This design comes from an exercise in tuning for small area, a short achievable clock period and few clock cycles per item on the open sky130 flow, not from production work. The RTL was checked by simulation tests, not by an equivalence proof against the original design.

## flow/design.v (module list and top-level ports; edited modules follow where they fit)
// module aslc_mul: 1034 lines
// module adaptive_step_length_controller: 271 lines
module adaptive_step_length_controller (
    input  logic                             aclk,
    input  logic                             aresetn,
    input  logic                             s_tvalid,
    output logic                             s_tready,
    input  logic [aslc_pkg::S_TDATA_W-1:0]   s_tdata,
    input  logic                             s_tuser,
    output logic                             m_tvalid,
    input  logic                             m_tready,
    output logic [aslc_pkg::M_TDATA_W-1:0]   m_tdata,
    output logic                             m_tlast,
    input  logic                             cfg_valid,
    output logic                             cfg_ready,
    input  logic [aslc_pkg::CFG_IDX_W-1:0]   cfg_index,
    input  logic [aslc_pkg::CFG_DATA_W-1:0]  cfg_data
);
  // ...
==> flow/run.sh <==
#!/bin/bash
# synth_recipe.tcl (not shown) runs the flow's synth.tcl, then flattens the netlist and writes it again
# the make line also repeats each setting of config.mk as NAME=value (left out here)
make -C /OpenROAD-flow-scripts/flow DESIGN_CONFIG=/design/flow/config.mk WORK_HOME=/design/flow/orfs CLKGATE_MAP_FILE= SYNTH_SCRIPT=/design/flow/synth_recipe.tcl finish
==> flow/config.mk <==
export PLATFORM = sky130hd
export DESIGN_NAME = adaptive_step_length_controller
export DESIGN_NICKNAME = adaptive_step_length_controller
export VERILOG_FILES = /design/flow/design.v
export SDC_FILE = /design/flow/constraint.sdc
export NUM_CORES = 4
export LEC_CHECK = 0
export CAP_MARGIN = 60
export CORE_MARGIN = 2
export CORE_UTILIZATION = 40
export SLEW_MARGIN = 60
==> flow/constraint.sdc <==
create_clock -name core_clock -period 18.0 [get_ports {aclk}]
set_input_delay 3.6000 -clock core_clock [delete_from_list [all_inputs] [get_ports {aclk}]]
set_output_delay 3.6000 -clock core_clock [all_outputs]
set_load 0.01 [all_outputs]
==> reports/results.ini, run 1 <==
[layout]
seq_cells = 487
final_area_um2 = 58300
regArea_um2 = 11500

[floorplanning]
fp.dieH_um = 362
die_w_um = 362

[placed_design]
portBuffers = 318
place_ws_ps = 9380
gp_congestion = 0.971

[cts]
clk_pin_slew_ps = 60
cts_hold_buf = 0
cts_tree = done
postCtsSetupRepairBufs = 0

[critical_path]
cp_num_buf_inv = 5
crit_chain = buf_4 > xnor2_1 > fa_1 > fa_1 > inv_1 > fa_1 > fa_1 > fa_1 > inv_1 > fa_1 > ha_1 > nand4_1 > or3_4 > or3_4 > o21a_1 > mux2i_1 > o41ai_2 > nor3_4 > buf_4 > nand4_2 > buf_4 > o32ai_1 > a21oi_1 > a32o_1
max_stage_delay_ps = 710
slowest_stage = edfxtp_1
r2r.worst_path.cells = 24

[routing]
drt-initial-drc-count = 4017
wirelength_um = 197000
dr_wl_met2_um = 87900
wl_per_cell_um = 25.0
vias = 45600
drt_first_pass_iters = 7

[logic_synthesis]
synth_top_area_frac = 0.141
synthXorXnorAreaFrac = 0.0927
synth_edf_count = 171
yosys_warnings = 1
netlist_top_cells_area = fa_1 (14%), dfxtp_1 (12%), edfxtp_1 (10%)
ys_top_cells_by_count = nand2_1 (853), inv_1 (656), ha_1 (377)
yosysTopAreaCell = fa_1

[sta]
tns_ps = 0
hold_viol_final = 0
holdWs_ps = 464
timing.fmax_mhz = 115

[hold_path]
whs_endpoint = c_thr[28]$_SDFFE_PN0P_
min_path_type = reg2reg

[global_routing]
met3_usage = 0.0578

[outcome]
status = finished clean

Testbench counts, summed over its fixed seeds: cycles 8,582, items 8,246.
==> module adaptive_step_length_controller, before the edit <==
module adaptive_step_length_controller (
    input  logic                             aclk,
    input  logic                             aresetn,
    input  logic                             s_tvalid,
    output logic                             s_tready,
    input  logic [aslc_pkg::S_TDATA_W-1:0]   s_tdata,
    input  logic                             s_tuser,
    output logic                             m_tvalid,
    input  logic                             m_tready,
    output logic [aslc_pkg::M_TDATA_W-1:0]   m_tdata,
    output logic                             m_tlast,
    input  logic                             cfg_valid,
    output logic                             cfg_ready,
    input  logic [aslc_pkg::CFG_IDX_W-1:0]   cfg_index,
    input  logic [aslc_pkg::CFG_DATA_W-1:0]  cfg_data
);
    function automatic logic [24:0] booth(input logic [15:0] f);
        logic [17:0] e;
        e = {1'b0, f, 1'b0};
        for (int k = 0; k < 8; k++) begin
            booth[k]      = e[2*k+2];
            booth[8 + k]  = e[2*k+1] ^ e[2*k];
            booth[16 + k] = (e[2*k+2] & ~e[2*k+1] & ~e[2*k]) |
                            (~e[2*k+2] & e[2*k+1] & e[2*k]);
        end
        booth[24] = f[15];
    endfunction
    logic [31:0]       c_floor, c_ceil, c_thr;
    logic [15:0]       c_rise, c_drop, c_iter;
    logic [46:0]       c_eps;
    logic signed [8:0] c_streak;
    assign cfg_ready = 1'b1;
    always_ff @(posedge aclk) begin
        if (!aresetn) begin
            c_floor  <= RST_MIN_LENGTH;
            c_ceil   <= RST_MAX_LENGTH;
            c_rise   <= RST_RISE_FACTOR;
            c_drop   <= RST_DROP_FACTOR;
            c_eps    <= RST_EPSILON;
            c_thr    <= RST_CHANGE_THR;
            c_streak <= STREAK_NONE;
            c_iter   <= RST_MAX_ITER;
        end else if (cfg_valid) begin
            case (cfg_index)
                3'd0: c_floor  <= cfg_data[31:0];
                3'd1: c_ceil   <= cfg_data[31:0];
                3'd2: c_rise   <= cfg_data[15:0];
                3'd3: c_drop   <= cfg_data[15:0];
                3'd4: c_eps    <= cfg_data[46:0];
                3'd5: c_thr    <= cfg_data[31:0];
                3'd6: c_streak <= $signed(cfg_data[8:0]);
                3'd7: c_iter   <= cfg_data[15:0];
            endcase
        end
    end
    logic [31:0]        st_len;
    logic [31:0]        st_total;
    logic [47:0]        st_acc;
    logic signed [8:0]  st_streak;
    logic [15:0]        st_iter;
    logic               st_active, st_desc, st_strict, st_tot;
    logic [31:0]        st_retreat;
    logic               out_valid;
    logic               in_valid;
    logic               i_op;
    logic [47:0]        i_val;
    logic               i_chg_le;
    logic [31:0]        i_prev;
    logic               i_reuse;
    logic [1:0]         i_mode;
    logic               i_desc;
    logic               i_better;
    logic [24:0]        i_booth;
    logic fire, take;
    logic room;          
    logic in_valid_nx, out_valid_nx;
    assign fire     = in_valid && (!out_valid || m_tready);
    assign s_tready = room || m_tready;
    assign take     = s_tvalid && s_tready;
    logic        upd_acc;
    logic [32:0] tsum;
    logic [31:0] t_sat;
    logic [32:0] t_left;
    logic        t_gt;
    logic [31:0] k_rise;
    logic        len_lt_ceil, len_eq_ceil, len_gt_ceil, grow_ok;
    logic        use_tot;
    logic [36:0] crow_a;
    logic [31:0] crow_b, crow_c;
    logic        ovr;
    logic [31:0] ovr_len, len_ge, len_lt, len_keep, len_nx;
    logic        len_sel;
    logic [31:0] s_len;
    logic        s_strict;
    logic [47:0] prod;
    logic        ge;
    logic [31:0] unsat;
    logic        psat;
    logic [15:0] iter_inc;
    logic        iter_done, streak_done, floor_done;
    logic        done_early, done_rise, done;
    logic signed [8:0] streak_inc;
    assign in_valid_nx  = take || (in_valid && !fire);
    assign out_valid_nx = fire || (out_valid && !m_tready);
    assign upd_acc = !i_op || (st_active && !i_chg_le && i_better);
    assign tsum   = {1'b0, st_total} + {1'b0, st_len};
    assign t_sat  = tsum[32] ? '1 : tsum[31:0];
    assign t_left = {1'b0, c_ceil} - {1'b0, t_sat};
    assign t_gt   = t_left[32];
    assign k_rise = !st_tot ? c_ceil : (t_gt ? '0 : t_left[31:0]);
    assign len_lt_ceil = st_len < c_ceil;
    assign len_eq_ceil = st_len == c_ceil;
    assign len_gt_ceil = !len_lt_ceil && !len_eq_ceil;
    assign grow_ok     = st_strict || len_lt_ceil;
    assign use_tot = i_better && st_tot;
    assign crow_a  = {5'h1F, i_better ? ~c_ceil : ~c_floor};
    assign crow_b  = use_tot ? st_total : '0;
    assign crow_c  = use_tot ? st_len : '0;
    aslc_mul u_mul (
        .x    (st_len),
        .neg  (i_booth[7:0]),
        .one  (i_booth[15:8]),
        .two  (i_booth[23:16]),
        .y15  (i_booth[24]),
        .a    (crow_a),
        .b    (crow_b),
        .cc   (crow_c),
        .r12x (!i_better),
        .p    (prod),
        .ge   (ge)
    );
    assign unsat = prod[43:12];
    assign psat  = |prod[47:44];
    assign iter_inc    = (st_iter != '1) ? st_iter + 16'd1 : st_iter;
    assign iter_done   = iter_inc >= c_iter;
    assign streak_done = (st_streak != STREAK_NONE) && !c_streak[8] &&
                         (st_streak >= c_streak);
    assign streak_inc  = (st_streak != STREAK_NONE && st_streak < STREAK_MAX)
                         ? st_streak + 9'sd1 : st_streak;
    assign floor_done  = st_len == c_floor;
    assign done_early  = i_chg_le || iter_done ||
                         (!i_better && (streak_done || floor_done));
    assign done_rise   = grow_ok && st_tot && (tsum != '0) &&
                         (t_gt || (t_left[31:0] == '0 && prod[47:12] != '0));
    assign done        = done_early || (i_better && done_rise);
    always_comb begin
        ovr     = 1'b1;
        ovr_len = '0;
        if (done_early) begin
            ovr_len = '0;
        end else if (i_better) begin
            if (!grow_ok) begin
                ovr_len = st_len;
            end else if (st_tot && (t_gt || tsum[32])) begin
                ovr_len = '0;
            end else begin
                ovr = 1'b0;
            end
        end else if (len_gt_ceil) begin
            ovr_len = c_ceil;
        end else begin
            ovr = 1'b0;
        end
    end
    assign len_keep = !aresetn ? '0
                    : !fire ? st_len
                    : !i_op ? ((c_iter != '0) ? s_len : '0)
                    : !st_active ? st_len
                    : ovr_len;
    assign len_sel  = aresetn && fire && i_op && st_active && !ovr;
    assign len_ge   = len_sel ? (i_better ? k_rise : (psat ? '1 : unsat)) : len_keep;
    assign len_lt   = len_sel ? (i_better ? unsat : c_floor) : len_keep;
    assign len_nx   = ge ? len_ge : len_lt;
    assign s_strict = (i_mode != RANGE_LOOSE) || (c_floor == c_ceil);
    always_comb begin
        s_len = (i_reuse && i_prev != '0) ? i_prev : c_ceil;
        if (s_strict) begin
            if (s_len > c_ceil) begin
                s_len = c_ceil;
            end else if (s_len < c_floor) begin
                s_len = c_floor;
            end
        end
    end
    always_ff @(posedge aclk) begin
        if (!aresetn) begin
            st_total  <= '0;
            st_acc    <= '0;
            st_active <= 1'b0;
            in_valid  <= 1'b0;
            out_valid <= 1'b0;
            room      <= 1'b1;
        end else begin
            in_valid  <= in_valid_nx;
            out_valid <= out_valid_nx;
            room      <= !in_valid_nx || !out_valid_nx;
            if (fire) begin
                if (upd_acc) begin
                    st_acc <= i_val;
                end
                if (!i_op) begin
                    st_total  <= '0;
                    st_active <= c_iter != '0;
                end else if (st_active) begin
                    if (!i_chg_le && i_better) begin
                        st_total <= t_sat;
                    end
                    st_active <= !done;
                end
            end
        end
    end
    always_ff @(posedge aclk) begin
        st_len <= len_nx;
    end
    always_ff @(posedge aclk) begin
        if (fire) begin
            if (!i_op) begin
                st_streak <= STREAK_NONE;
                st_iter   <= '0;
                st_desc   <= i_desc;
                st_strict <= s_strict;
                st_tot    <= i_mode == RANGE_STRICT_TOTAL;
            end else if (st_active) begin
                st_iter <= iter_inc;
                if (!i_chg_le) begin
                    st_streak <= i_better ? 9'sd0 : streak_inc;
                end
            end
            st_retreat <= (i_op && st_active && (i_chg_le || !i_better)) ? st_len : '0;
        end
    end
    logic [47:0]        in_val;
    logic [31:0]        in_chg, in_prev;
    logic               in_reuse, in_desc;
    logic [1:0]         in_mode;
    logic [47:0]        acc_c;
    logic               desc_c;
    logic [49:0]        xa, xb, xe, xs, xc;
    logic               better_in;
    assign in_val   = s_tdata[47:0];
    assign in_chg   = s_tdata[79:48];
    assign in_prev  = s_tdata[111:80];
    assign in_reuse = s_tdata[112];
    assign in_desc  = s_tdata[113];
    assign in_mode  = s_tdata[115:114];
    assign acc_c  = (in_valid && upd_acc) ? i_val : st_acc;
    assign desc_c = (in_valid && !i_op) ? i_desc : st_desc;
    assign xa = {{2{acc_c[47]}}, acc_c} ^ {50{!desc_c}};
    assign xb = {{2{in_val[47]}}, in_val} ^ {50{desc_c}};
    assign xe = ~{3'b0, c_eps};
    assign xs = xa ^ xb ^ xe;
    assign xc = {(xa[48:0] & xb[48:0]) | (xa[48:0] & xe[48:0]) | (xb[48:0] & xe[48:0]), 1'b1};
    assign better_in = !(xs[49] ^ xc[49] ^ (xs[48:0] > ~xc[48:0]));
    always_ff @(posedge aclk) begin
        if (take) begin
            i_op           <= s_tuser;
            i_val          <= in_val;
            i_chg_le       <= in_chg <= c_thr;
            i_prev         <= in_prev;
            i_reuse        <= in_reuse;
            i_mode         <= in_mode;
            i_desc         <= in_desc;
            i_better       <= better_in;
            i_booth        <= better_in ? booth(c_rise) : booth(c_drop);
        end
    end
    assign m_tvalid = out_valid;
    assign m_tlast  = !st_active;
    assign m_tdata  = {st_total, st_acc, st_len, st_retreat};
endmodule
==> run 2: changes to the inputs <==
--- a/flow/design.v
+++ b/flow/design.v
@@ -1141,2 +1141,28 @@
     endfunction
+    function automatic logic [32:0] bk_add(input logic [31:0] a, input logic [31:0] b,
+                                           input logic cin);
+        logic [31:0] g, p, gg, pp;
+        g  = a & b;
+        p  = a ^ b;
+        gg = g;
+        pp = p;
+        gg[0] = g[0] | (p[0] & cin);
+        for (int d = 1; d < 32; d = d * 2) begin
+            for (int i = 2 * d - 1; i < 32; i = i + 2 * d) begin
+                gg[i] = gg[i] | (pp[i] & gg[i - d]);
+                pp[i] = pp[i] & pp[i - d];
+            end
+        end
+        for (int d = 8; d >= 1; d = d / 2) begin
+            for (int i = 3 * d - 1; i < 32; i = i + 2 * d) begin
+                gg[i] = gg[i] | (pp[i] & gg[i - d]);
+                pp[i] = pp[i] & pp[i - d];
+            end
+        end
+        bk_add[0]  = p[0] ^ cin;
+        for (int i = 1; i < 32; i++) begin
+            bk_add[i] = p[i] ^ gg[i - 1];
+        end
+        bk_add[32] = gg[31];
+    endfunction
     logic [31:0]       c_floor, c_ceil, c_thr;
@@ -1219,6 +1245,6 @@
     assign upd_acc = !i_op || (st_active && !i_chg_le && i_better);
-    assign tsum   = {1'b0, st_total} + {1'b0, st_len};
+    assign tsum   = bk_add(st_total, st_len, 1'b0);
     assign t_sat  = tsum[32] ? '1 : tsum[31:0];
-    assign t_left = {1'b0, c_ceil} - {1'b0, t_sat};
-    assign t_gt   = t_left[32];
+    assign t_left = bk_add(c_ceil, ~t_sat, 1'b1);
+    assign t_gt   = !t_left[32];
     assign k_rise = !st_tot ? c_ceil : (t_gt ? '0 : t_left[31:0]);
==> flow/flow/run.sh (new file) <==
#!/bin/bash
# The standard layout (the standard.sh, standard synthesis included), with
# two changes: the buffers that placement puts on every input and output port
# are sky130_fd_sc_hd__buf_2 instead of the resizer's default choice, and
# timing repair aims for 10 ns of setup slack at the design's clock period.
set -euo pipefail
bash standard.sh 'BUFFER_PORTS_ARGS=-buffer_cell sky130_fd_sc_hd__buf_2' SETUP_SLACK_MARGIN=10 finish > standard_flow.log 2>&1
==> flow/standard.sh (new file) <==
#!/bin/bash
# synth_recipe.tcl (not shown) runs the flow's synth.tcl, then flattens the netlist and writes it again
# the make line also repeats each setting of config.mk as NAME=value (left out here)
make -C /OpenROAD-flow-scripts/flow DESIGN_CONFIG=/design/flow/config.mk WORK_HOME=/design/flow/orfs CLKGATE_MAP_FILE= SYNTH_SCRIPT=/design/flow/synth_recipe.tcl "${@:-finish}"
--- a/flow/config.mk
+++ b/flow/config.mk
@@ -7,5 +7,5 @@
 export LEC_CHECK = 0
-export CAP_MARGIN = 60
+export CAP_MARGIN = 20
 export CORE_MARGIN = 2
-export CORE_UTILIZATION = 40
-export SLEW_MARGIN = 60
+export CORE_UTILIZATION = 55
+export SLEW_MARGIN = 20
removed: flow/run.sh
==> run 2 against run 1 <==
Non-clock buffer count shrank 12. Final area decreased by 6.4%. Critical path depth down 21. Utilization increased by 15 points. Sequential cell count did not move. Sequential share of layout area rose by 1.3 points. Critical path type is now in2out. Largest cell class unchanged.
==> reports/results.ini, run 2 <==
[outcome]
status = finished clean  ; unchanged

[floorplanning]
core_um2 = 89900  ; was 127000 µm²
dieArea_um2 = 92900  ; was 131000 µm²
pin_count = 324  ; unchanged
num_rows = 110  ; was 131
fp.dieH_um = 305  ; was 362 µm
start_util = 0.554  ; was 0.402
die_w_um = 305  ; was 362 µm

[placed_design]
portBuffers = 318  ; unchanged
place_ws_ps = 9560  ; was 9380 ps
dp_hpwl_um = 134000  ; was 149000 µm
dp_cells = 7080  ; was 7783
gp_congestion = 0.986  ; was 0.971

[cts]
clk_pin_slew_ps = 60  ; about the same
cts.sinks = 487  ; unchanged
cts_hold_buf = 0  ; unchanged
htreeDepth = 2  ; unchanged
cts_made_buffers = 58  ; was 60
clkLatencyLatePin_ps = 680  ; was 710 ps
cts_root_buffer = clkbuf_16  ; unchanged
cts.path.max_buffers = 3  ; unchanged
cts_tree = done  ; unchanged

[sta]
slew_violations = 0  ; unchanged
period_minus_slack_ps = 7820  ; was 8720 ps
period_share = 0.434  ; was 0.484
setup_violations = 0  ; unchanged
tns_ps = 0  ; unchanged
rsz0062_at_grt = no  ; unchanged
timing.fmax_mhz = 128  ; was 115 MHz
fin_skew_ps = 22.8  ; was 71.4 ps
fin_ws_ps = 10180  ; was 9280 ps
tightest_slew_ps = 1140  ; was 667 ps
hold_viol_final = 0  ; unchanged
slew_headroom = 0.239  ; was 0.552

[logic_synthesis]
synth_edf_count = 171  ; unchanged
syn_area_per_cell_um2 = 8.45  ; was 8.39 µm²
syn_inst = 5890  ; was 6094
ys_top_cells_by_count = nand2_1 (816), inv_1 (662), a21oi_1 (476)  ; was nand2_1 (853), inv_1 (656), ha_1 (377)
ys_seq_area_frac = 0.230  ; was 0.224
ys_types = 92  ; was 109
ys_ff_latch = 487  ; unchanged
synthArstFlopShare = 0  ; unchanged
synth_top_area_frac = 0.157  ; was 0.141
synth_fp_nets = 6832  ; was 7008
yosys_warnings = 1  ; unchanged
syn_area_um2 = 49800  ; was 51100 µm²
netlist_top_cells_area = fa_1 (16%), dfxtp_1 (13%), edfxtp_1 (10%)  ; was fa_1 (14%), dfxtp_1 (12%), edfxtp_1 (10%)
synth.most_common_cell = nand2_1  ; unchanged
yosysTopAreaCell = fa_1  ; unchanged
synth_ff_type = dfxtp_1  ; unchanged

[critical_path]
cp-end-kind = output pin  ; was register
max_stage_delay_ps = 340  ; was 710 ps
cp_top_family = simple AND/OR/NAND/NOR gates  ; was adder cells
required_ps = 14400  ; was 18560 ps
cp_num_buf_inv = 2  ; was 5
crit_type = in2out  ; was reg2reg
arrival_ps = 4220  ; was 9280 ps
worstSetupEndpoint = s_tready  ; was st_len[2]$_DFF_P_
slowest_stage = or2_2  ; was edfxtp_1
crit_chain = buf_2 > or2_2 > buf_2  ; was buf_4 > xnor2_1 > fa_1 > fa_1 > inv_1 > fa_1 > fa_1 > fa_1 > inv_1 > fa_1 > ha_1 > nand4_1 > or3_4 > or3_4 > o21a_1 > mux2i_1 > o41ai_2 > nor3_4 > buf_4 > nand4_2 > buf_4 > o32ai_1 > a21oi_1 > a32o_1
r2r.worst_path.cells = 29  ; was 24
timing.rr.end = st_active$_SDFFE_PN0P_  ; was st_len[2]$_DFF_P_
worstReg2RegStart = st_len[2]$_DFF_P_  ; was i_booth[0]$_DFFE_PP_
critPathMaxFanout = 3  ; was 31
reg2reg_slack_ps = 10220  ; was 9280 ps
crit_top_cell = buf_2  ; was fa_1
crit_start = m_tready  ; was i_booth[0]$_DFFE_PP_
critPathLaunchType = input pin  ; was register
path_depth = 3  ; was 24

[global_routing]
grt_antenna_before_repair = 18  ; was 21
groute.usage.overall = 0.386  ; was 0.297
grt_pass1_wl_um = 272000  ; was 293000 µm
grt_pass1_vias = 43800  ; was 45600
grt_max_degree = 91  ; was 113
grt.overflow.total = 0  ; unchanged

[layout]
syn_to_final_growth_pct = 9.74  ; was 14.1%
reg.largest.list = i_val (48), st_acc (48), c_eps (47)  ; unchanged
nets = 6911  ; was 7099
instances_no_fill = 7204  ; was 7902
drive_above_1_share = 0.106  ; was 0.0645
layout_common_cells = nand2_1 (813), inv_1 (660), a21oi_1 (473)  ; was nand2_1 (850), inv_1 (653), ha_1 (377)
final_common_cell = nand2_1  ; unchanged
fin_util = 0.607  ; was 0.459

[routing]
drt-initial-drc-count = 4058  ; was 4017
via_per_inst = 6.20  ; was 5.77
postRouteAntennaNets = 0  ; unchanged
vias = 44700  ; was 45600
wl_per_cell_um = 25.3  ; was 25.0 µm
drt_first_pass_iters = 6  ; was 7
drc_errors = 0  ; unchanged
wirelength_um = 182000  ; was 197000 µm

[job]
maxCapViolCount = 0  ; unchanged

[hold_path]
min_path_type = reg2reg  ; unchanged

[run 2: changes by cell type after synthesis, moves of 34 or more]
cell      change
nor2_1       -76
xnor2_1      -51
a21boi_0    -232
nand2_1      -37
o21ai_0      +57
a21oi_1     +173
o21ai_1      -34
o221ai_1     -39
[run 2: cell families (layout without fill, tap and decap cells)]
kind of cell	Yosys count	in the layout	synth area share
adders and majority gates	767	767	0.252
and+or+nand+nor	1495	1495	0.136
AOI/OAI and AO/OA	1418	1418	0.183
xor gates and xnor gates	507	507	0.0893
muxes	129	129	0.0269
buffers and inverters	1086	1215	0.0825
DFF	487	487	0.230
other	1	10	0.0000754
[run 2: worst min path at each step]
stage	start	to	slack, ps	cells past startpoint
6_report	c_thr[26]$_SDFFE_PN0P_	c_thr[26]$_SDFFE_PN0P_	450	2
5_1_grt	c_thr[5]$_SDFFE_PN0P_	c_thr[5]$_SDFFE_PN0P_	480	2
4_1_cts	c_thr[19]$_SDFFE_PN0P_	c_thr[19]$_SDFFE_PN0P_	450	2
3_5_place_dp	c_thr[19]$_SDFFE_PN0P_	c_thr[19]$_SDFFE_PN0P_	450	2
3_3_place_gp	c_thr[19]$_SDFFE_PN0P_	c_thr[19]$_SDFFE_PN0P_	440	2
2_1_floorplan	i_desc$_DFFE_PP_	st_desc$_DFFE_PP_	430	0
[run 2: what timing repair did]
action,4_1_cts,5_1_grt
gates resized for setup,13,52
cloned,0,1
setup buffers,0,2
pin swaps,0,2
setup endpoints to repair,9,27
[run 2: cell type report]
type,count,area (µm²)
fillers,8115,35300
flip-flops and latches,487,11500
diodes,9,22.5
repair buffers,438,2710
well taps,1176,1470
multi-input cells,4317,34400
clock buffers,84,1720
clock inverters,26,287
inverters,667,2510
[run 2: layer usage]
metal  part of all wire  track usage
met3              0.084       0.0667
met4              0.066        0.219
met5            0.00061            0
met1               0.39        0.495
met2               0.46        0.618
[run 2: through the flow]
stage                     hold WS [ps]  area, µm²
after CTS                          455      54300
after detailed placement           447      52200
final                              454      54600
after global routing               475      54600
after global placement             443      52200
after floorplan                    428      49800
[run 2: worst min-delay path: cells and delay by family, from the launching register on]
| family | cells | cell delay [ps] |
|---|---|---|
| AND/OR/NAND/NOR | 1 | 50 |
| AO/OA/AOI/OAI | 1 | 50 |
| flip-flops | 1 | 310 |
Testbench counts of run 2, summed over its fixed seeds: cycles 8,582, items 8,246.
==> run 3: changes to the inputs <==
--- a/flow/design.v
+++ b/flow/design.v
@@ -1172,25 +1172,31 @@
     assign cfg_ready = 1'b1;
-    always_ff @(posedge aclk) begin
-        if (!aresetn) begin
-            c_floor  <= RST_MIN_LENGTH;
-            c_ceil   <= RST_MAX_LENGTH;
-            c_rise   <= RST_RISE_FACTOR;
-            c_drop   <= RST_DROP_FACTOR;
-            c_eps    <= RST_EPSILON;
-            c_thr    <= RST_CHANGE_THR;
-            c_streak <= STREAK_NONE;
-            c_iter   <= RST_MAX_ITER;
-        end else if (cfg_valid) begin
-            case (cfg_index)
-                3'd0: c_floor  <= cfg_data[31:0];
-                3'd1: c_ceil   <= cfg_data[31:0];
-                3'd2: c_rise   <= cfg_data[15:0];
-                3'd3: c_drop   <= cfg_data[15:0];
-                3'd4: c_eps    <= cfg_data[46:0];
-                3'd5: c_thr    <= cfg_data[31:0];
-                3'd6: c_streak <= $signed(cfg_data[8:0]);
-                3'd7: c_iter   <= cfg_data[15:0];
-            endcase
+    localparam logic [46:0] RV_FLOOR  = 47'(RST_MIN_LENGTH);
+    localparam logic [46:0] RV_CEIL   = 47'(RST_MAX_LENGTH);
+    localparam logic [46:0] RV_RISE   = 47'(RST_RISE_FACTOR);
+    localparam logic [46:0] RV_DROP   = 47'(RST_DROP_FACTOR);
+    localparam logic [46:0] RV_STREAK = 47'(9'h1FF);
+    localparam logic [46:0] RV_ITER   = 47'(RST_MAX_ITER);
+    logic [46:0] wd0, wd1;
+    logic [7:0]  cfg_we;
+    assign wd0 = cfg_data & {47{aresetn}};       
+    assign wd1 = cfg_data | {47{!aresetn}};      
+    always_comb begin
+        for (int k = 0; k < 8; k++) begin
+            cfg_we[k] = !aresetn || (cfg_valid && cfg_index == 3'(k));
         end
     end
+    function automatic logic [46:0] wsel(input logic [46:0] rv, input logic [46:0] d0,
+                                         input logic [46:0] d1);
+        wsel = (d0 & ~rv) | (d1 & rv);
+    endfunction
+    always_ff @(posedge aclk) begin
+        if (cfg_we[0]) c_floor  <= wsel(RV_FLOOR, wd0, wd1);
+        if (cfg_we[1]) c_ceil   <= wsel(RV_CEIL, wd0, wd1);
+        if (cfg_we[2]) c_rise   <= wsel(RV_RISE, wd0, wd1);
+        if (cfg_we[3]) c_drop   <= wsel(RV_DROP, wd0, wd1);
+        if (cfg_we[4]) c_eps    <= wd0;
+        if (cfg_we[5]) c_thr    <= wd0;
+        if (cfg_we[6]) c_streak <= $signed(wsel(RV_STREAK, wd0, wd1));
+        if (cfg_we[7]) c_iter   <= wsel(RV_ITER, wd0, wd1);
+    end
     logic [31:0]        st_len;
==> run 3 against run 2 <==
Die area is 1.2% lower. Still clean on timing, DRC and antenna. Clock-buffer cell count is 5 lower. Synthesized area is 1.2% lower. Final area is 0.66% lower. Sequential share of layout area is 3.9 points higher. Cell count is 7.9% lower. Sequential cell count stayed put.
==> reports/results.ini, run 3 <==
[cts]
clkLatencyLatePin_ps = 710  ; was 680 ps
cts_tree = done  ; unchanged
clk_pin_slew_ps = 70  ; was 60 ps
htreeDepth = 2  ; unchanged
cts_root_buffer = clkbuf_16  ; unchanged
cts.sinks = 487  ; unchanged
cts.path.max_buffers = 3  ; unchanged
cts_made_buffers = 55  ; was 58

[job]
maxCapViolCount = 0  ; unchanged

[logic_synthesis]
synth_edf_count = 371  ; was 171
synthArstFlopShare = 0  ; unchanged
netlist_top_cells_area = edfxtp_1 (23%), fa_1 (16%), ha_1 (9.5%)  ; was fa_1 (16%), dfxtp_1 (13%), edfxtp_1 (10%)
synth_fp_nets = 6182  ; was 6832
yosysTopAreaCell = edfxtp_1  ; was fa_1
synth_top_area_frac = 0.227  ; was 0.157
ys_top_cells_by_count = inv_1 (653), nand2_1 (455), fa_1 (391)  ; was nand2_1 (816), inv_1 (662), a21oi_1 (476)
syn_area_um2 = 49100  ; was 49800 µm²
syn_area_per_cell_um2 = 9.38  ; was 8.45 µm²
syn_inst = 5240  ; was 5890
ys_seq_area_frac = 0.274  ; was 0.230
ys_ff_latch = 487  ; unchanged
synth.most_common_cell = inv_1  ; was nand2_1
synth_ff_type = edfxtp_1  ; was dfxtp_1
ys_types = 87  ; was 92
yosys_warnings = 1  ; unchanged

[critical_path]
critPathMaxFanout = 35  ; was 3
required_ps = 18560  ; was 14400 ps
critPathLaunchType = register  ; was input pin
crit_type = reg2reg  ; was in2out
cp-end-kind = register  ; was output pin
arrival_ps = 8410  ; was 4220 ps

[routing]
drt_first_pass_iters = 25  ; was 6
wl_per_cell_um = 29.2  ; was 25.3 µm
drc_errors = 0  ; unchanged
drt-initial-drc-count = 5097  ; was 4058
wirelength_um = 194000  ; was 182000 µm
postRouteAntennaNets = 0  ; unchanged
via_per_inst = 6.41  ; was 6.20
vias = 42500  ; was 44700

[floorplanning]
pin_count = 324  ; unchanged
num_rows = 109  ; was 110
start_util = 0.555  ; was 0.554
die_w_um = 303  ; was 305 µm
dieArea_um2 = 91800  ; was 92900 µm²
fp.dieH_um = 303  ; was 305 µm
core_um2 = 88500  ; was 89900 µm²

[sta]
period_minus_slack_ps = 7850  ; was 7820 ps
hold_viol_final = 0  ; unchanged
timing.fmax_mhz = 127  ; was 128 MHz
slew_headroom = 0.161  ; was 0.239
setup_violations = 0  ; unchanged
period_share = 0.436  ; was 0.434
rsz0062_at_grt = yes  ; was no
fin_skew_ps = 46.5  ; was 22.8 ps
tightest_slew_ps = 1250  ; was 1140 ps
tns_ps = 0  ; unchanged
slew_violations = 0  ; unchanged

[global_routing]
grt_antenna_before_repair = 19  ; was 18
met2_usage = 0.615  ; was 0.618
grt.overflow.total = 0  ; unchanged
grtUsageMet1 = 0.532  ; was 0.495
met3_usage = 0.153  ; was 0.0667
grt_pass1_vias = 41400  ; was 43800
grt_max_degree = 82  ; was 91
groute.usage.overall = 0.420  ; was 0.386
grt_pass1_wl_um = 278000  ; was 272000 µm
grt.busiest_layer = met2  ; unchanged

[outcome]
status = finished clean  ; unchanged

[placed_design]
dp_cells = 6516  ; was 7080
portBuffers = 318  ; unchanged
gp_congestion = 1.08  ; was 0.986
dp_hpwl_um = 145000  ; was 134000 µm

[layout]
final_common_cell = inv_1  ; was nand2_1
drive_above_1_share = 0.120  ; was 0.106
fillers = 7697  ; was 8115
nets = 6356  ; was 6911
multi_input_area_um2 = 32200  ; was 34400 µm²
reg.largest.list = i_val (48), st_acc (48), c_eps (47)  ; unchanged
regArea_um2 = 13500  ; was 11500 µm²
instances_no_fill = 6632  ; was 7204
layout_common_cells = inv_1 (652), nand2_1 (453), fa_1 (390)  ; was nand2_1 (813), inv_1 (660), a21oi_1 (473)
syn_to_final_growth_pct = 10.4  ; was 9.74%

[hold_path]
min_path_type = reg2reg  ; unchanged

run 3: cells by family (layout without fill, tap and decap cells):
group | after synthesis | count (layout) | synth area share
DFF | 487 | 487 | 0.274
other | 1 | 7 | 0.0000763
muxes | 139 | 139 | 0.0296
xor gates and xnor gates | 510 | 510 | 0.0909
and+or+nand+nor | 1213 | 1213 | 0.118
adders and majority gates | 766 | 766 | 0.255
AOI/OAI and AO/OA | 1140 | 1140 | 0.158
buffers and inverters | 984 | 1205 | 0.0754
run 3: per-stage QoR:
step | hold WS (ps) | setup WS, ps | instance area, µm² | util
after floorplan | 428 | 10370 | 49100 | -
after global placement | 455 | 9120 | 52000 | 0.587
after detailed placement | 462 | 9140 | 52000 | 0.587
after CTS | 471 | 10040 | 53900 | 0.609
after global routing | 490 | 9940 | 54200 | 0.613
final | 470 | 10150 | 54200 | 0.613
run 3: worst paths after layout:
path | depth (start not counted) | slack, ps | from | end
max | 23 | 10150 | st_len[14]$_DFF_P_ | st_len[12]$_DFF_P_
max reg2reg | 23 | 10150 | st_len[14]$_DFF_P_ | st_len[12]$_DFF_P_
min reg2reg | 2 | 470 | st_acc[30]$_SDFFE_PN0P_ | st_acc[30]$_SDFFE_PN0P_
min | 2 | 470 | st_acc[30]$_SDFFE_PN0P_ | st_acc[30]$_SDFFE_PN0P_
run 3: metal layers:
| layer | wire [µm] | share of wire |
|---|---|---|
| met1 | 72200 | 0.37 |
| met2 | 80400 | 0.41 |
| met3 | 26800 | 0.14 |
| met4 | 14300 | 0.074 |
| met5 | 155 | 0.00080 |
run 3: worst max-delay path, stage by stage (launching register included):
cell	delay, ps
dfxtp_2	530
buf_8	300
a22oi_1	160
xnor2_1	250
fa_1	490
fa_1	540
inv_1	50
fa_1	550
fa_1	670
fa_1	560
inv_1	50
fa_1	470
ha_1	330
a211oi_1	230
o21ai_0	210
a21oi_2	280
o2111ai_1	190
a2111o_1	320
o311a_2	140
buf_8	220
inv_4	250
mux2_2	360
a211o_1	290
o22ai_1	220
run 3: layout make-up:
| type | instances | share of cell area |
|---|---|---|
| Timing Repair Buffer | 443 | 0.0508 |
| Tap cell | 1165 | 0.0269 |
| Sequential cell | 487 | 0.249 |
| Clock buffer | 79 | 0.0282 |
| Multi-Input combinational cell | 3769 | 0.594 |
| Antenna cell | 6 | 0.000277 |
| Clock inverter | 25 | 0.00505 |
| Inverter | 658 | 0.0458 |
run 3: timing repair:
item / CTS / global route
endpoints found under the setup margin: 33 / 33
pin swaps: 0 / 2
setup buffers: 2 / 4
hold buffers: 0 / 0
gates resized for setup: 22 / 86
Testbench counts of run 3, summed over its fixed seeds: cycles 8,582, items 8,246.
==> run 4: changes to the inputs <==
==> flow/run.sh (new file) <==
#!/bin/bash
# synth_recipe.tcl (not shown) runs the flow's synth.tcl, then flattens the netlist and writes it again
# the make line also repeats each setting of config.mk as NAME=value (left out here)
make -C /OpenROAD-flow-scripts/flow DESIGN_CONFIG=/design/flow/config.mk WORK_HOME=/design/flow/orfs CLKGATE_MAP_FILE= SYNTH_SCRIPT=/design/flow/synth_recipe.tcl finish
--- a/flow/config.mk
+++ b/flow/config.mk
@@ -7,5 +7,5 @@
 export LEC_CHECK = 0
-export CAP_MARGIN = 20
+export CAP_MARGIN = 60
 export CORE_MARGIN = 2
-export CORE_UTILIZATION = 55
-export SLEW_MARGIN = 20
+export CORE_UTILIZATION = 40
+export SLEW_MARGIN = 60
removed: flow/flow/run.sh
removed: flow/standard.sh
==> run 4 against run 3 <==
Still clean. Hold slack improved by 5.2 ps. First-iteration DRC count decreased by 14%. Clock skew decreased by 11 ps. Largest cell class unchanged. Synthesized area unchanged. Utilization decreased by 14 points. Cell count increased by 7.7%. Critical endpoint is now s_tready.
==> reports/results.ini, run 4 <==
[layout]
multi_input_area_um2 = 32400  ; was 32200 µm²
regArea_um2 = 13500  ; about the same
fillers = 11600  ; was 7697
instances_no_fill = 7143  ; was 6632
nets = 6399  ; was 6356
fin_util = 0.468  ; was 0.613
final_common_cell = inv_1  ; unchanged
drive_above_1_share = 0.0757  ; was 0.120
syn_to_final_growth_pct = 16.1  ; was 10.4%
final_area_um2 = 57000  ; was 54200 µm²
layout_common_cells = inv_1 (653), nand2_1 (451), fa_1 (391)  ; was inv_1 (652), nand2_1 (453), fa_1 (390)
reg.largest.list = i_val (48), st_acc (48), c_eps (47)  ; unchanged

[logic_synthesis]
synth_top_family_by_area = adder cells  ; unchanged
syn_area_um2 = 49100  ; unchanged
synthXorXnorAreaFrac = 0.0909  ; unchanged
yosysTopAreaCell = edfxtp_1  ; unchanged
synthAdderAreaFrac = 0.255  ; unchanged
synth_ff_type = edfxtp_1  ; unchanged
syn_area_per_cell_um2 = 9.38  ; unchanged
ys_seq_area_frac = 0.274  ; unchanged
yosys.area_share.simple = 0.118  ; unchanged
synth_edf_count = 371  ; unchanged
synth_fp_nets = 6182  ; unchanged
synthArstFlopShare = 0  ; unchanged
netlist_top_cells_area = edfxtp_1 (23%), fa_1 (16%), ha_1 (9.5%)  ; unchanged
ys_ff_latch = 487  ; unchanged
synth_compound_area_frac = 0.158  ; unchanged
synth_mux_area_frac = 0.0296  ; unchanged
syn_inst = 5240  ; unchanged
ys_types = 87  ; unchanged
synth_top_area_frac = 0.227  ; unchanged
yosys_warnings = 1  ; unchanged
ys_top_cells_by_count = inv_1 (653), nand2_1 (455), fa_1 (391)  ; unchanged
synth.most_common_cell = inv_1  ; unchanged

[cts]
clkLatencyLatePin_ps = 710  ; about the same
cts_made_buffers = 60  ; was 55
cts.sinks = 487  ; unchanged
cts_tree = done  ; unchanged
cts.path.max_buffers = 3  ; unchanged
clk_pin_slew_ps = 60  ; was 70 ps
postCtsSetupRepairBufs = 0  ; was 2
cts_hold_buf = 0  ; unchanged
htreeDepth = 2  ; unchanged
cts_root_buffer = clkbuf_16  ; unchanged
cts_resized = 0  ; was 22

[floorplanning]
num_rows = 128  ; was 109
die_w_um = 355  ; was 303 µm
core_um2 = 122000  ; was 88500 µm²
dieArea_um2 = 126000  ; was 91800 µm²
pin_count = 324  ; unchanged
start_util = 0.403  ; was 0.555
fp.dieH_um = 355  ; was 303 µm

[routing]
wirelength_um = 206000  ; was 194000 µm
drc_errors = 0  ; unchanged
drt_first_pass_iters = 8  ; was 25
drt-initial-drc-count = 4386  ; was 5097
wl_per_cell_um = 28.9  ; was 29.2 µm
via_per_inst = 5.97  ; was 6.41
postRouteAntennaNets = 0  ; unchanged
vias = 42600  ; was 42500

[placed_design]
post_dp_cell_area_um2 = 54800  ; was 52000 µm²
portBuffers = 318  ; unchanged
gp_congestion = 1.04  ; was 1.08
dp_cells = 7015  ; was 6516
place_ws_ps = 9300  ; was 9140 ps
dp_hpwl_um = 156000  ; was 145000 µm

[global_routing]
grt_antenna_before_repair = 24  ; was 19
grt.overflow.total = 0  ; unchanged
groute.usage.overall = 0.323  ; was 0.420
grt_max_degree = 68  ; was 82
grt_pass1_vias = 42400  ; was 41400
grt_pass1_wl_um = 296000  ; was 278000 µm

[sta]
rsz0062_at_grt = no  ; was yes
slew_headroom = 0.537  ; was 0.161
period_minus_slack_ps = 8570  ; was 7850 ps
tns_ps = 0  ; unchanged
period_share = 0.476  ; was 0.436
hold_viol_final = 0  ; unchanged
setup_violations = 0  ; unchanged
holdWs_ps = 475  ; was 470 ps
fin_skew_ps = 35.7  ; was 46.5 ps
slew_violations = 0  ; unchanged
tightest_slew_ps = 689  ; was 1250 ps
timing.fmax_mhz = 117  ; was 127 MHz
fin_ws_ps = 9430  ; was 10150 ps

[critical_path]
crit_chain = clkdlybuf4s50_1 > or2_2 > clkdlybuf4s50_1  ; was buf_8 > a22oi_1 > xnor2_1 > fa_1 > fa_1 > inv_1 > fa_1 > fa_1 > fa_1 > inv_1 > fa_1 > ha_1 > a211oi_1 > o21ai_0 > a21oi_2 > o2111ai_1 > a2111o_1 > o311a_2 > buf_8 > inv_4 > mux2_2 > a211o_1 > o22ai_1
arrival_ps = 4970  ; was 8410 ps
slowest_stage = clkdlybuf4s50_1  ; was fa_1
worstReg2RegStart = i_booth[6]$_DFFE_PP_  ; was st_len[14]$_DFF_P_
critPathMaxFanout = 3  ; was 35
required_ps = 14400  ; was 18560 ps
max_stage_delay_ps = 510  ; was 670 ps
crit_type = in2out  ; was reg2reg
cp_num_buf_inv = 2  ; was 5
crit_top_cell = clkdlybuf4s50_1  ; was fa_1
crit_start = m_tready  ; was st_len[14]$_DFF_P_
cp_top_family = buffers and inverters  ; was adder cells
critPathLaunchType = input pin  ; was register
cp-end-kind = output pin  ; was register

[outcome]
status = finished clean  ; unchanged

[job]
maxCapViolCount = 0  ; unchanged

[hold_path]
hold_path.startpoint = st_acc[13]$_SDFFE_PN0P_  ; was st_acc[30]$_SDFFE_PN0P_
min_path_type = reg2reg  ; unchanged

==> run 4: cell count changes in the layout (fill, tap and decap cells not counted), moves of 8 or more <==
cell / before / now
dfxtp_1: 96 / 110
o21ai_0: 171 / 159
clkinvlp_4: 4 / 13
buf_6: 33 / 25
o21ai_1: 14 / 24
dfxtp_2: 18 / 6
clkbuf_1: 19 / 3
buf_4: 81 / 122
clkdlybuf4s50_1: 0 / 317
buf_2: 317 / 6
==> run 4: final timing paths <==
kind              slack (ps)                 endpoint  depth (start not counted)
hold reg to reg          480  st_acc[13]$_SDFFE_PN0P_                          2
setup reg to reg        9450       st_len[14]$_DFF_P_                         25
setup / recovery        9430                 s_tready                          3
hold / removal           480  st_acc[13]$_SDFFE_PN0P_                          2
==> run 4: cell type report <==
cell class,instances,share of cell area
multi-input cells,3769,0.567
flip-flops and latches,487,0.236
repair buffers,481,0.0799
inverters,658,0.0434
well taps,1625,0.0356
clock buffers,67,0.0275
clock inverters,46,0.00974
diodes,10,0.000439
==> run 4: logic make-up after synthesis <==
kind of cell    after synthesis
buf+inv                     984
simple gates               1213
fa+ha+maj                   766
other cells                   1
compound gates             1140
mux                         139
flops                       487
xor+xnor                    510
==> run 4: tightest hold or removal path, cell delays in order (launching register included) <==
cell,delay (ps)
dfxtp_1,320
nand2_1,60
a21oi_1,50
==> run 4: per-layer routing <==
metal / share of wire / global-route usage / vias up
li1: - / - / 18600
met2: 0.44 / 0.498 / 2420
met5: 0.00068 / 0 / -
met1: 0.38 / 0.402 / 21000
met4: 0.075 / 0.208 / 22
met3: 0.10 / 0.0821 / 584

==> static timing again, ports no longer ideal <==
No port has a modelled driver above. Below, the same layouts with a new extraction and two added sets of constraints. Step 1 assumes that a clkbuf_16 drives the clock port and a buf_2 every other input. Step 2 adds t to the input delays and takes it off the output delays; t is the mean of the earliest and latest rising clock arrival at the registers after step 1. Input paths then give back, and output paths get back, about the clock's delay inside the block. a / b / c = ideal / step 1 / step 2; a / b = the first two.
run	t (ns)	slack for setup (ns)	hold WS [ns]	slew at the worst register clock pin (ns)
run 1	0.750	9.280 / 9.280 / 9.280	0.464 / 0.464 / 0.464	0.07 / 0.07
run 2	0.747	10.181 / 10.157 / 10.157	0.454 / 0.454 / 0.454	0.08 / 0.08
run 3	0.756	10.148 / 10.148 / 10.148	0.470 / 0.470 / 0.470	0.07 / 0.07
run 4	0.767	9.433 / 9.411 / 9.411	0.475 / 0.475 / 0.475	0.07 / 0.07
After both steps every run listed still meets setup and hold. The setup slack of run 2, which loses most, moves by -0.024 ns with the drivers and by -0.024 ns with both steps.
